Source: an optimization exercise on an open RTL-to-GDS flow (aim: small area, a short achievable clock period and few clock cycles). Production flows keep margins and buffers that such runs may drop.
Only simulation tests tie the RTL to the original design; equivalence was not proved.
Power and IR drop assume default switching activity.

==> 03-26: inputs <==
==> flow/design.v <==
package ram_skeleton_pkg;
  localparam logic [3:0] HEAD_TYPE_ID = 4'd5;
  localparam int         MAX_BANKS    = 4;
  localparam int         BANK_W       = 2;
  function automatic logic [11:0] bist_pattern(input logic [11:0] seed,
                                               input logic [6:0]  index,
                                               input logic        pass);
    logic [11:0] p;
    p = seed ^ {5'd0, index};
    bist_pattern = pass ? ~p : p;
  endfunction
endpackage
module ram_aoi222 (input logic a0, s0, a1, s1, a2, s2, output logic y);
  assign y = !((a0 && s0) || (a1 && s1) || (a2 && s2));
endmodule
module ram_aoi22 (input logic a0, s0, a1, s1, output logic y);
  assign y = !((a0 && s0) || (a1 && s1));
endmodule
module ram_a22o (input logic a0, b0, a1, b1, output logic y);
  assign y = (a0 && b0) || (a1 && b1);
endmodule
module ram_nand4 (input logic a, b, c, d, output logic y);
  assign y = !(a && b && c && d);
endmodule
module ram_nand3 (input logic a, b, c, output logic y);
  assign y = !(a && b && c);
endmodule
module ram_nor4 (input logic a, b, c, d, output logic y);
  assign y = !(a || b || c || d);
endmodule
module ram_nor3 (input logic a, b, c, output logic y);
  assign y = !(a || b || c);
endmodule
module ram_nand2 (input logic a, b, output logic y);
  assign y = !(a && b);
endmodule
module ram_a21oi (input logic a0, a1, b, output logic y);
  assign y = !((a0 && a1) || b);
endmodule
module ram_or8 (input logic [7:0] m, input logic [7:0] s, output logic y);
  assign y = |(m & s);
endmodule
module ram_or8c (input logic [7:0] m, input logic [7:0] s, input logic c, f, output logic y);
  assign y = (|(m & s)) || (c && f);
endmodule
module skeleton_ram_bist
#(
  parameter int BITWIDTH_IN   = 12,
  parameter int BITWIDTH_SYS  = 16,
  parameter int BITWIDTH_HEAD = 26,
  parameter int BITWIDTH_ADR  = 6,
  parameter int NUM_BANKS     = 2
) (
  input  logic                     CLK_SYS,
  input  logic                     RSTN,
  input  logic                     EN,
  input  logic                     TRGG_START_CALC,
  input  logic                     MODE,
  input  logic                     RnW,
  input  logic [1:0]               BANK_SEL,
  input  logic [BITWIDTH_ADR-1:0]  ADR,
  input  logic [BITWIDTH_SYS-1:0]  DATA_IN,
  output logic [BITWIDTH_SYS-1:0]  DATA_OUT,
  output logic [BITWIDTH_HEAD-1:0] DATA_HEAD,
  output logic                     RDY,
  output logic                     ERR
);
  localparam int IN    = BITWIDTH_IN;    
  localparam int SYS   = BITWIDTH_SYS;   
  localparam int NW    = 128;            
  localparam int NA    = 64;             
  localparam int CNT_W = 9;              
  logic              rdy_q;       
  logic              busy_q;      
  logic              rd_q;        
  logic              pass_q;
  logic              done_q;      
  logic              fin_q;       
  logic [6:0]        idx_q;
  logic [IN-1:0]     seed_q;
  logic              cmp_q, cmp_pass_q;
  logic [6:0]        cmp_idx_q;
  logic [CNT_W-1:0]  cnt_q;
  logic              err_q;
  logic [1:0][IN-1:0] cand_q;
  logic [3:0]        low_q;
  logic [1:0]        bsel;
  logic [IN-1:0]     out_word;
  logic [IN-1:0]     mem [NW];
  logic              accept, man_wr, man_rd, idx_last;
  logic              we, out_en, mismatch;
  logic [1:0]        we_bank;
  logic [IN-1:0]     mem_din, pattern, exp_word;
  logic [1:0][IN-1:0] word;
  logic [7:0]        lo_m, lo_b;
  logic [7:0]        hi_m, hi_b;
  logic [NA-1:0]     sel;
  assign accept   = rdy_q && EN && TRGG_START_CALC;
  assign man_wr   = accept && !MODE && RnW;
  assign man_rd   = accept && !MODE && !RnW;
  assign idx_last = &idx_q;
  assign pattern  = ram_skeleton_pkg::bist_pattern(seed_q, idx_q, pass_q);
  assign exp_word = ram_skeleton_pkg::bist_pattern(seed_q, cmp_idx_q, cmp_pass_q);
  assign out_word = cand_q[0] | cand_q[1];
  assign mismatch = cmp_q && (out_word != exp_word);
  for (genvar a = 0; a < 8; a++) begin : g_lo
    assign lo_m[a] = rdy_q && (ADR[2:0] == 3'(a));
  end
  for (genvar b = 0; b < 8; b++) begin : g_hi
    assign hi_m[b] = (ADR[5:3] == 3'(b));
  end
  assign we         = busy_q ? (!rd_q && !done_q && !fin_q) : (EN && TRGG_START_CALC && !MODE && RnW);
  assign we_bank[0] = we && (busy_q ? !idx_q[6] : (BANK_SEL == 2'd0));
  assign we_bank[1] = we && (busy_q ?  idx_q[6] : (BANK_SEL == 2'd1));
  assign mem_din    = busy_q ? pattern : DATA_IN[SYS-1 -: IN];
  for (genvar j = 0; j < NA; j++) begin : g_sel
    ram_a22o u_sel (.a0(lo_m[j % 8]), .b0(hi_m[j / 8]), .a1(lo_b[j % 8]), .b1(hi_b[j / 8]), .y(sel[j]));
  end
  for (genvar i = 0; i < NW; i++) begin : g_word
    always_ff @(posedge CLK_SYS) begin
      if (we_bank[i / NA] && sel[i % NA]) mem[i] <= mem_din;
    end
  end
  assign bsel[0] = busy_q ? (fin_q || !idx_q[6]) : (BANK_SEL == 2'd0);
  assign bsel[1] = busy_q ? (!fin_q && idx_q[6]) : (BANK_SEL == 2'd1);
  for (genvar k = 0; k < 2; k++) begin : g_bank
    for (genvar b = 0; b < IN; b++) begin : g_bit
      logic [7:0] q;
      logic [1:0] r_n;
      for (genvar g = 0; g < 7; g++) begin : g_grp
        localparam int W = NA * k + 8 * g;
        ram_or8 u_or (.m({mem[W+7][b], mem[W+6][b], mem[W+5][b], mem[W+4][b],
                          mem[W+3][b], mem[W+2][b], mem[W+1][b], mem[W][b]}),
                      .s(sel[8*g +: 8]), .y(q[g]));
      end
      if (k == 0 && b < CNT_W - 4) begin : g_last_cnt
        ram_or8c u_or (.m({mem[63][b], mem[62][b], mem[61][b], mem[60][b],
                           mem[59][b], mem[58][b], mem[57][b], mem[56][b]}),
                       .s(sel[56 +: 8]), .c(cnt_q[b+4]), .f(fin_q), .y(q[7]));
      end else begin : g_last
        localparam int W = NA * k + 56;
        ram_or8 u_or (.m({mem[W+7][b], mem[W+6][b], mem[W+5][b], mem[W+4][b],
                          mem[W+3][b], mem[W+2][b], mem[W+1][b], mem[W][b]}),
                      .s(sel[56 +: 8]), .y(q[7]));
      end
      ram_nor4  u_nor0 (.a(q[0]), .b(q[1]), .c(q[2]), .d(q[3]), .y(r_n[0]));
      ram_nor4  u_nor1 (.a(q[4]), .b(q[5]), .c(q[6]), .d(q[7]), .y(r_n[1]));
      ram_a21oi u_out  (.a0(r_n[0]), .a1(r_n[1]), .b(!bsel[k]), .y(word[k][b]));
    end
  end
  assign out_en = man_rd || (busy_q && rd_q && !done_q) || fin_q || (!rdy_q && !busy_q);
  always_ff @(posedge CLK_SYS) begin
    if (out_en) begin
      cand_q[0] <= word[0];
      cand_q[1] <= word[1];
      low_q     <= fin_q ? cnt_q[3:0] : 4'b0000;
    end
  end
  always_ff @(posedge CLK_SYS or negedge RSTN) begin
    if (!RSTN) begin
      rdy_q  <= 1'b0;
      busy_q <= 1'b0;
      fin_q  <= 1'b0;
      err_q  <= 1'b0;
    end else begin
      busy_q <= busy_d;
      fin_q  <= fin_d;
      rdy_q  <= !busy_d;
      if (!busy_q) begin
        if (accept && MODE) err_q <= 1'b0;
      end else if (mismatch) begin
        err_q <= 1'b1;
      end
    end
  end
  logic       busy_d, rd_d, pass_d, done_d, fin_d;
  logic [6:0] idx_d;
  always_comb begin
    busy_d = busy_q;
    fin_d  = fin_q;
    rd_d   = rd_q;
    pass_d = pass_q;
    done_d = done_q;
    idx_d  = idx_q;
    if (!busy_q) begin
      busy_d = accept && MODE;
      fin_d  = 1'b0;
      rd_d   = 1'b0;
      pass_d = 1'b0;
      done_d = 1'b0;
      idx_d  = '0;
    end else if (fin_q) begin
      busy_d = 1'b0;
      fin_d  = 1'b0;
    end else if (done_q) begin
      done_d = 1'b0;
      fin_d  = 1'b1;
    end else begin
      idx_d = idx_q + 7'd1;
      if (idx_last) begin
        rd_d = !rd_q;
        if (rd_q) begin
          pass_d = 1'b1;
          if (pass_q) done_d = 1'b1;
        end
      end
    end
  end
  always_ff @(posedge CLK_SYS) begin
    rd_q   <= rd_d;
    pass_q <= pass_d;
    done_q <= done_d;
    idx_q  <= idx_d;
    if (!busy_q) begin
      cnt_q  <= '0;
      seed_q <= DATA_IN[SYS-1 -: IN];
    end else if (mismatch) begin
      cnt_q <= cnt_q + CNT_W'(1);
    end
    cmp_q      <= busy_q && rd_q && !done_q && !fin_q;
    cmp_idx_q  <= idx_q;
    cmp_pass_q <= pass_q;
  end
  for (genvar a = 0; a < 8; a++) begin : g_lo_b
    always_ff @(posedge CLK_SYS or negedge RSTN) begin
      if (!RSTN) lo_b[a] <= 1'b0;
      else       lo_b[a] <= busy_d && !fin_d && (idx_d[2:0] == 3'(a));
    end
  end
  for (genvar b = 0; b < 8; b++) begin : g_hi_b
    always_ff @(posedge CLK_SYS) hi_b[b] <= (idx_d[5:3] == 3'(b));
  end
  assign DATA_OUT  = {out_word, low_q};
  assign RDY       = rdy_q;
  assign ERR       = err_q;
  assign DATA_HEAD = BITWIDTH_HEAD'({ram_skeleton_pkg::HEAD_TYPE_ID, 6'(BITWIDTH_ADR), 2'(NUM_BANKS - 1),
                                     4'd0, 5'(BITWIDTH_IN), 5'(BITWIDTH_IN)});
endmodule
==> flow/run.sh <==
#!/bin/bash
# synth_recipe.tcl (not shown) runs the flow's synth.tcl, then flattens the netlist and writes it again
# the make line also repeats each setting of config.mk as NAME=value (left out here)
make -C /OpenROAD-flow-scripts/flow DESIGN_CONFIG=/design/flow/config.mk WORK_HOME=/design/flow/orfs CLKGATE_MAP_FILE= SYNTH_SCRIPT=/design/flow/synth_recipe.tcl finish
==> flow/config.mk <==
export PLATFORM = sky130hd
export DESIGN_NAME = skeleton_ram_bist
export DESIGN_NICKNAME = skeleton_ram_bist
export VERILOG_FILES = /design/flow/design.v
export SDC_FILE = /design/flow/constraint.sdc
export NUM_CORES = 4
export LEC_CHECK = 0
export CAP_MARGIN = 20
export CORE_MARGIN = 2
export CORE_UTILIZATION = 55
export CTS_CLUSTER_DIAMETER = 60
export CTS_CLUSTER_SIZE = 30
export PLACE_DENSITY = 0.7
export SETUP_SLACK_MARGIN = 2.2
export SLEW_MARGIN = 20
export SYNTH_HIERARCHICAL = 1
==> flow/constraint.sdc <==
create_clock -name core_clock -period 5.0 [get_ports {CLK_SYS}]
set_input_delay 1.0000 -clock core_clock [delete_from_list [all_inputs] [get_ports {CLK_SYS}]]
set_output_delay 1.0000 -clock core_clock [all_outputs]
set_load 0.01 [all_outputs]
==> 12-14 (differences from 03-26) <==
==> flow/design.v, changed modules only <==
module skeleton_ram_bist
#(
  parameter int BITWIDTH_IN   = 12,
  parameter int BITWIDTH_SYS  = 16,
  parameter int BITWIDTH_HEAD = 26,
  parameter int BITWIDTH_ADR  = 6,
  parameter int NUM_BANKS     = 2
) (
  input  logic                     CLK_SYS,
  input  logic                     RSTN,
  input  logic                     EN,
  input  logic                     TRGG_START_CALC,
  input  logic                     MODE,
  input  logic                     RnW,
  input  logic [1:0]               BANK_SEL,
  input  logic [BITWIDTH_ADR-1:0]  ADR,
  input  logic [BITWIDTH_SYS-1:0]  DATA_IN,
  output logic [BITWIDTH_SYS-1:0]  DATA_OUT,
  output logic [BITWIDTH_HEAD-1:0] DATA_HEAD,
  output logic                     RDY,
  output logic                     ERR
);
  localparam int IN    = BITWIDTH_IN;    
  localparam int SYS   = BITWIDTH_SYS;   
  localparam int NW    = 128;            
  localparam int NA    = 64;             
  localparam int CNT_W = 9;              
  logic              rdy_q;       
  logic              busy_q;      
  logic              rd_q;        
  logic              pass_q;
  logic              done_q;      
  logic              fin_q;       
  logic [6:0]        idx_q;
  logic [IN-1:0]     seed_q;
  logic              cmp_q, cmp_pass_q;
  logic [6:0]        cmp_idx_q;
  logic [CNT_W-1:0]  cnt_q;
  logic              err_q;
  logic [1:0][IN-1:0] cand_q;
  logic [1:0]        show_q;
  logic [3:0]        low_q;
  logic [IN-1:0]     out_word;
  logic [IN-1:0]     mem [NW];
  logic              accept, man_wr, man_rd, idx_last;
  logic              we, out_en, mismatch;
  logic [1:0]        we_bank;
  logic [IN-1:0]     mem_din, pattern, exp_word;
  logic [1:0][IN-1:0] word;
  logic [7:0]        lo_m, lo_b;
  logic [7:0]        hi_m, hi_b;
  logic [NA-1:0]     sel;
  assign accept   = rdy_q && EN && TRGG_START_CALC;
  assign man_wr   = accept && !MODE && RnW;
  assign man_rd   = accept && !MODE && !RnW;
  assign idx_last = &idx_q;
  assign pattern  = ram_skeleton_pkg::bist_pattern(seed_q, idx_q, pass_q);
  assign exp_word = ram_skeleton_pkg::bist_pattern(seed_q, cmp_idx_q, cmp_pass_q);
  assign out_word = (cand_q[0] & {IN{show_q[0]}}) | (cand_q[1] & {IN{show_q[1]}});
  assign mismatch = cmp_q && (out_word != exp_word);
  for (genvar a = 0; a < 8; a++) begin : g_lo
    assign lo_m[a] = rdy_q && (ADR[2:0] == 3'(a));
  end
  for (genvar b = 0; b < 8; b++) begin : g_hi
    assign hi_m[b] = (ADR[5:3] == 3'(b));
  end
  assign we         = busy_q ? (!rd_q && !done_q && !fin_q) : (EN && TRGG_START_CALC && !MODE && RnW);
  assign we_bank[0] = we && (busy_q ? !idx_q[6] : (BANK_SEL == 2'd0));
  assign we_bank[1] = we && (busy_q ?  idx_q[6] : (BANK_SEL == 2'd1));
  assign mem_din    = busy_q ? pattern : DATA_IN[SYS-1 -: IN];
  for (genvar j = 0; j < NA; j++) begin : g_sel
    ram_a22o u_sel (.a0(lo_m[j % 8]), .b0(hi_m[j / 8]), .a1(lo_b[j % 8]), .b1(hi_b[j / 8]), .y(sel[j]));
  end
  for (genvar i = 0; i < NW; i++) begin : g_word
    logic          wsel, wsel_n;
    logic [IN-1:0] nxt;
    assign wsel   = we_bank[i / NA] && sel[i % NA];
    assign wsel_n = !wsel;
    for (genvar b = 0; b < IN; b++) begin : g_hold
      ram_a22o u_hold (.a0(mem[i][b]), .b0(wsel_n), .a1(mem_din[b]), .b1(wsel), .y(nxt[b]));
    end
    always_ff @(posedge CLK_SYS) mem[i] <= nxt;
  end
  for (genvar k = 0; k < 2; k++) begin : g_bank
    for (genvar b = 0; b < IN; b++) begin : g_bit
      logic [21:0] aoi_n;
      logic [5:0]  q;
      logic [1:0]  r_n;
      for (genvar g = 0; g < 21; g++) begin : g_grp
        localparam int W = NA * k + 3 * g;
        ram_aoi222 u_aoi (.a0(mem[W][b]), .s0(sel[3*g]), .a1(mem[W+1][b]), .s1(sel[3*g+1]),
                          .a2(mem[W+2][b]), .s2(sel[3*g+2]), .y(aoi_n[g]));
      end
      if (k == 0 && b < CNT_W - 4) begin : g_last_cnt
        ram_aoi22 u_aoi (.a0(mem[NA-1][b]), .s0(sel[NA-1]), .a1(cnt_q[b+4]), .s1(fin_q),
                         .y(aoi_n[21]));
      end else begin : g_last
        ram_nand2 u_aoi (.a(mem[NA*k+NA-1][b]), .b(sel[NA-1]), .y(aoi_n[21]));
      end
      for (genvar m = 0; m < 5; m++) begin : g_q
        ram_nand4 u_nand (.a(aoi_n[4*m]), .b(aoi_n[4*m+1]), .c(aoi_n[4*m+2]), .d(aoi_n[4*m+3]), .y(q[m]));
      end
      ram_nand2 u_nand_l (.a(aoi_n[20]), .b(aoi_n[21]), .y(q[5]));
      ram_nor3  u_nor0 (.a(q[0]), .b(q[1]), .c(q[2]), .y(r_n[0]));
      ram_nor3  u_nor1 (.a(q[3]), .b(q[4]), .c(q[5]), .y(r_n[1]));
      ram_nand2 u_out  (.a(r_n[0]), .b(r_n[1]),       .y(word[k][b]));
    end
  end
  assign out_en = man_rd || (busy_q && rd_q && !done_q) || fin_q || (!rdy_q && !busy_q);
  always_ff @(posedge CLK_SYS) begin
    if (out_en) begin
      cand_q[0] <= word[0];
      cand_q[1] <= word[1];
      low_q     <= fin_q ? cnt_q[3:0] : 4'b0000;
      if (busy_q) show_q <= fin_q ? 2'b01 : {idx_q[6], !idx_q[6]};
      else        show_q <= rdy_q ? {BANK_SEL == 2'd1, BANK_SEL == 2'd0} : 2'b00;
    end
  end
  always_ff @(posedge CLK_SYS or negedge RSTN) begin
    if (!RSTN) begin
      rdy_q  <= 1'b0;
      busy_q <= 1'b0;
      fin_q  <= 1'b0;
      err_q  <= 1'b0;
    end else begin
      busy_q <= busy_d;
      fin_q  <= fin_d;
      rdy_q  <= !busy_d;
      if (!busy_q) begin
        if (accept && MODE) err_q <= 1'b0;
      end else if (mismatch) begin
        err_q <= 1'b1;
      end
    end
  end
  logic       busy_d, rd_d, pass_d, done_d, fin_d;
  logic [6:0] idx_d;
  always_comb begin
    busy_d = busy_q;
    fin_d  = fin_q;
    rd_d   = rd_q;
    pass_d = pass_q;
    done_d = done_q;
    idx_d  = idx_q;
    if (!busy_q) begin
      busy_d = accept && MODE;
      fin_d  = 1'b0;
      rd_d   = 1'b0;
      pass_d = 1'b0;
      done_d = 1'b0;
      idx_d  = '0;
    end else if (fin_q) begin
      busy_d = 1'b0;
      fin_d  = 1'b0;
    end else if (done_q) begin
      done_d = 1'b0;
      fin_d  = 1'b1;
    end else begin
      idx_d = idx_q + 7'd1;
      if (idx_last) begin
        rd_d = !rd_q;
        if (rd_q) begin
          pass_d = 1'b1;
          if (pass_q) done_d = 1'b1;
        end
      end
    end
  end
  always_ff @(posedge CLK_SYS) begin
    rd_q   <= rd_d;
    pass_q <= pass_d;
    done_q <= done_d;
    idx_q  <= idx_d;
    if (!busy_q) begin
      cnt_q  <= '0;
      seed_q <= DATA_IN[SYS-1 -: IN];
    end else if (mismatch) begin
      cnt_q <= cnt_q + CNT_W'(1);
    end
    cmp_q      <= busy_q && rd_q && !done_q && !fin_q;
    cmp_idx_q  <= idx_q;
    cmp_pass_q <= pass_q;
  end
  for (genvar a = 0; a < 8; a++) begin : g_lo_b
    always_ff @(posedge CLK_SYS or negedge RSTN) begin
      if (!RSTN) lo_b[a] <= 1'b0;
      else       lo_b[a] <= busy_d && !fin_d && (idx_d[2:0] == 3'(a));
    end
  end
  for (genvar b = 0; b < 8; b++) begin : g_hi_b
    always_ff @(posedge CLK_SYS) hi_b[b] <= (idx_d[5:3] == 3'(b));
  end
  assign DATA_OUT  = {out_word, low_q};
  assign RDY       = rdy_q;
  assign ERR       = err_q;
  assign DATA_HEAD = BITWIDTH_HEAD'({ram_skeleton_pkg::HEAD_TYPE_ID, 6'(BITWIDTH_ADR), 2'(NUM_BANKS - 1),
                                     4'd0, 5'(BITWIDTH_IN), 5'(BITWIDTH_IN)});
endmodule
// module ram_a21oi removed
// module ram_or8 removed
// module ram_or8c removed
--- a/flow/config.mk
+++ b/flow/config.mk
@@ -8,9 +8,6 @@
 export CAP_MARGIN = 20
 export CORE_MARGIN = 2
-export CORE_UTILIZATION = 55
-export CTS_CLUSTER_DIAMETER = 60
-export CTS_CLUSTER_SIZE = 30
-export PLACE_DENSITY = 0.7
-export SETUP_SLACK_MARGIN = 2.2
+export CORE_UTILIZATION = 40
+export SETUP_SLACK_MARGIN = 2.4
 export SLEW_MARGIN = 20
 export SYNTH_HIERARCHICAL = 1
==> 11-27 (differences from 03-26) <==
==> flow/design.v, changed modules only <==
module skeleton_ram_bist
#(
  parameter int BITWIDTH_IN   = 12,
  parameter int BITWIDTH_SYS  = 16,
  parameter int BITWIDTH_HEAD = 26,
  parameter int BITWIDTH_ADR  = 6,
  parameter int NUM_BANKS     = 2
) (
  input  logic                     CLK_SYS,
  input  logic                     RSTN,
  input  logic                     EN,
  input  logic                     TRGG_START_CALC,
  input  logic                     MODE,
  input  logic                     RnW,
  input  logic [1:0]               BANK_SEL,
  input  logic [BITWIDTH_ADR-1:0]  ADR,
  input  logic [BITWIDTH_SYS-1:0]  DATA_IN,
  output logic [BITWIDTH_SYS-1:0]  DATA_OUT,
  output logic [BITWIDTH_HEAD-1:0] DATA_HEAD,
  output logic                     RDY,
  output logic                     ERR
);
  localparam int IN    = BITWIDTH_IN;    
  localparam int SYS   = BITWIDTH_SYS;   
  localparam int NW    = 128;            
  localparam int NA    = 64;             
  localparam int CNT_W = 9;              
  logic              rdy_q;       
  logic              busy_q;      
  logic              rd_q;        
  logic              pass_q;
  logic              done_q;      
  logic              fin_q;       
  logic [6:0]        idx_q;
  logic [IN-1:0]     seed_q;
  logic              cmp_q, cmp_pass_q;
  logic [6:0]        cmp_idx_q;
  logic [CNT_W-1:0]  cnt_q;
  logic              err_q;
  logic [1:0][IN-1:0] cand_q;
  logic [3:0]        low_q;
  logic [1:0]        bsel;
  logic [IN-1:0]     out_word;
  logic [IN-1:0]     mem [NW];
  logic              accept, man_wr, man_rd, idx_last;
  logic              we, out_en, mismatch;
  logic [1:0]        we_bank;
  logic [IN-1:0]     mem_din, pattern, exp_word;
  logic [1:0][IN-1:0] word;
  logic [7:0]        lo_m;
  logic [1:0][7:0]   lo_b;       
  logic [7:0]        hi_m, hi_b;
  logic [1:0][NA-1:0] sel;       
  assign accept   = rdy_q && EN && TRGG_START_CALC;
  assign man_wr   = accept && !MODE && RnW;
  assign man_rd   = accept && !MODE && !RnW;
  assign idx_last = &idx_q;
  assign pattern  = ram_skeleton_pkg::bist_pattern(seed_q, idx_q, pass_q);
  assign exp_word = ram_skeleton_pkg::bist_pattern(seed_q, cmp_idx_q, cmp_pass_q);
  assign out_word = cand_q[0] | cand_q[1];
  assign mismatch = cmp_q && (out_word != exp_word);
  for (genvar a = 0; a < 8; a++) begin : g_lo
    assign lo_m[a] = rdy_q && (ADR[2:0] == 3'(a));
  end
  for (genvar b = 0; b < 8; b++) begin : g_hi
    assign hi_m[b] = (ADR[5:3] == 3'(b));
  end
  assign we         = busy_q ? (!rd_q && !done_q && !fin_q) : (EN && TRGG_START_CALC && !MODE && RnW);
  assign we_bank[0] = we && (busy_q ? !idx_q[6] : (BANK_SEL == 2'd0));
  assign we_bank[1] = we && (busy_q ?  idx_q[6] : (BANK_SEL == 2'd1));
  assign mem_din    = busy_q ? pattern : DATA_IN[SYS-1 -: IN];
  for (genvar k = 0; k < 2; k++) begin : g_sel_bank
    for (genvar j = 0; j < NA; j++) begin : g_sel
      ram_a22o u_sel (.a0(lo_m[j % 8]), .b0(hi_m[j / 8]), .a1(lo_b[k][j % 8]), .b1(hi_b[j / 8]),
                      .y(sel[k][j]));
    end
  end
  for (genvar i = 0; i < NW; i++) begin : g_word
    always_ff @(posedge CLK_SYS) begin
      if (we_bank[i / NA] && sel[i / NA][i % NA]) mem[i] <= mem_din;
    end
  end
  assign bsel[0] = busy_q ? (fin_q || !idx_q[6]) : (BANK_SEL == 2'd0);
  assign bsel[1] = busy_q ? (!fin_q && idx_q[6]) : (BANK_SEL == 2'd1);
  for (genvar k = 0; k < 2; k++) begin : g_bank
    for (genvar b = 0; b < IN; b++) begin : g_bit
      logic [21:0] aoi_n;
      logic [5:0]  q;
      logic [1:0]  r_n;
      for (genvar g = 0; g < 21; g++) begin : g_grp
        localparam int W = NA * k + 3 * g;
        ram_aoi222 u_aoi (.a0(mem[W][b]), .s0(sel[k][3*g]), .a1(mem[W+1][b]), .s1(sel[k][3*g+1]),
                          .a2(mem[W+2][b]), .s2(sel[k][3*g+2]), .y(aoi_n[g]));
      end
      if (k == 0 && b < CNT_W - 4) begin : g_last_cnt
        ram_aoi22 u_aoi (.a0(mem[NA-1][b]), .s0(sel[0][NA-1]), .a1(cnt_q[b+4]), .s1(fin_q),
                         .y(aoi_n[21]));
      end else begin : g_last
        ram_nand2 u_aoi (.a(mem[NA*k+NA-1][b]), .b(sel[k][NA-1]), .y(aoi_n[21]));
      end
      for (genvar m = 0; m < 5; m++) begin : g_q
        ram_nand4 u_nand (.a(aoi_n[4*m]), .b(aoi_n[4*m+1]), .c(aoi_n[4*m+2]), .d(aoi_n[4*m+3]), .y(q[m]));
      end
      ram_nand2 u_nand_l (.a(aoi_n[20]), .b(aoi_n[21]), .y(q[5]));
      ram_nor3  u_nor0 (.a(q[0]), .b(q[1]), .c(q[2]), .y(r_n[0]));
      ram_nor3  u_nor1 (.a(q[3]), .b(q[4]), .c(q[5]), .y(r_n[1]));
      ram_a21oi u_out  (.a0(r_n[0]), .a1(r_n[1]), .b(!bsel[k]), .y(word[k][b]));
    end
  end
  assign out_en = man_rd || (busy_q && rd_q && !done_q) || fin_q || (!rdy_q && !busy_q);
  always_ff @(posedge CLK_SYS) begin
    if (out_en) begin
      cand_q[0] <= word[0];
      cand_q[1] <= word[1];
      low_q     <= fin_q ? cnt_q[3:0] : 4'b0000;
    end
  end
  always_ff @(posedge CLK_SYS or negedge RSTN) begin
    if (!RSTN) begin
      rdy_q  <= 1'b0;
      busy_q <= 1'b0;
      fin_q  <= 1'b0;
      err_q  <= 1'b0;
    end else begin
      busy_q <= busy_d;
      fin_q  <= fin_d;
      rdy_q  <= !busy_d;
      if (!busy_q) begin
        if (accept && MODE) err_q <= 1'b0;
      end else if (mismatch) begin
        err_q <= 1'b1;
      end
    end
  end
  logic       busy_d, rd_d, pass_d, done_d, fin_d;
  logic [6:0] idx_d;
  always_comb begin
    busy_d = busy_q;
    fin_d  = fin_q;
    rd_d   = rd_q;
    pass_d = pass_q;
    done_d = done_q;
    idx_d  = idx_q;
    if (!busy_q) begin
      busy_d = accept && MODE;
      fin_d  = 1'b0;
      rd_d   = 1'b0;
      pass_d = 1'b0;
      done_d = 1'b0;
      idx_d  = '0;
    end else if (fin_q) begin
      busy_d = 1'b0;
      fin_d  = 1'b0;
    end else if (done_q) begin
      done_d = 1'b0;
      fin_d  = 1'b1;
    end else begin
      idx_d = idx_q + 7'd1;
      if (idx_last) begin
        rd_d = !rd_q;
        if (rd_q) begin
          pass_d = 1'b1;
          if (pass_q) done_d = 1'b1;
        end
      end
    end
  end
  always_ff @(posedge CLK_SYS) begin
    rd_q   <= rd_d;
    pass_q <= pass_d;
    done_q <= done_d;
    idx_q  <= idx_d;
    if (!busy_q) begin
      cnt_q  <= '0;
      seed_q <= DATA_IN[SYS-1 -: IN];
    end else if (mismatch) begin
      cnt_q <= cnt_q + CNT_W'(1);
    end
    cmp_q      <= busy_q && rd_q && !done_q && !fin_q;
    cmp_idx_q  <= idx_q;
    cmp_pass_q <= pass_q;
  end
  for (genvar k = 0; k < 2; k++) begin : g_lo_b_bank
    for (genvar a = 0; a < 8; a++) begin : g_lo_b
      always_ff @(posedge CLK_SYS or negedge RSTN) begin
        if (!RSTN) lo_b[k][a] <= 1'b0;
        else       lo_b[k][a] <= busy_d && !fin_d && (idx_d[6] == 1'(k)) && (idx_d[2:0] == 3'(a));
      end
    end
  end
  for (genvar b = 0; b < 8; b++) begin : g_hi_b
    always_ff @(posedge CLK_SYS) hi_b[b] <= (idx_d[5:3] == 3'(b));
  end
  assign DATA_OUT  = {out_word, low_q};
  assign RDY       = rdy_q;
  assign ERR       = err_q;
  assign DATA_HEAD = BITWIDTH_HEAD'({ram_skeleton_pkg::HEAD_TYPE_ID, 6'(BITWIDTH_ADR), 2'(NUM_BANKS - 1),
                                     4'd0, 5'(BITWIDTH_IN), 5'(BITWIDTH_IN)});
endmodule
// module ram_or8 removed
// module ram_or8c removed
--- a/flow/config.mk
+++ b/flow/config.mk
@@ -12,5 +12,5 @@
 export CTS_CLUSTER_SIZE = 30
 export PLACE_DENSITY = 0.7
-export SETUP_SLACK_MARGIN = 2.2
+export SETUP_SLACK_MARGIN = 2.4
 export SLEW_MARGIN = 20
 export SYNTH_HIERARCHICAL = 1
==> results.txt <==
item	12-14	11-27	03-26
Number of distinct library cells after synthesis	52	49	44
Final cell utilization of the core	50.16%	64.00%	63.26%
Placed cell areas	0.06063 mm2	0.06180 mm2	0.06284 mm2
Antenna diodes	0	5	2
Syn Inst Count	4521	2943	3146
Wire length of the first global-routing pass	300.5 mm	220.7 mm	220.3 mm
Top cell type's share of synthesized area	55.64%	80.04%	79.70%
Run status	no timing/DRC/antenna violations	no timing/DRC/antenna violations	no timing/DRC/antenna violations
Vias per cell	6.745	7.231	6.839
Post-layout worst setup margin	1.842 ns	1.896 ns	2.129 ns
CLK BUF	245	92	92
Most common library cell in the layout ignoring fill and taps	dfxtp_1	edfxtp_1	edfxtp_1
Crit Path Class	flop to flop	flop to flop	input port to flop
Worst R2R End	cand_q[2]	cand_q[17]	cand_q[15]
Power share of the clock group	32.7%	26.6%	24.8%
Met1 layer wirelength in the final routing	91.61 mm	56.98 mm	60.13 mm
Testbench counts of 03-26, summed over its fixed seeds: cycles 3,200.
Testbench counts of 12-14, summed over its fixed seeds: cycles 3,200.
Testbench counts of 11-27, summed over its fixed seeds: cycles 3,200.

afterwards: timing with drivers on the ports:
In the flow no input, the clock included, has a driving cell. The finished layouts below were timed again as built, in two steps.
Step 1, drivers: a clkbuf_16 drives CLK_SYS and a buf_2 each remaining input, both assumed.
Step 2 times the ports against the registers' clock, not the clock port: input delays grow and output delays shrink by t, the midpoint of the rising clock arrivals with the driver on.
a / b / c = ideal ports / drivers / drivers and shift; a / b = the first two.
run	shift t [ns]	setup WS [ns]	clock arrival spread, ns	worst data-port slew with drivers (ns)	pins driven straight from the clock port
03-26	0.747	2.129 / 2.093 / 1.346	0.038 / 0.038	0.15	1
12-14	0.867	1.842 / 1.842 / 1.024	0.030 / 0.029	0.12	1
11-27	0.780	1.896 / 1.876 / 1.096	0.047 / 0.047	0.14	1
After both steps setup and hold are still met in every run listed. The setup slack of 12-14, which loses most, moves by 0.000 ns with the drivers and by -0.818 ns with both steps.
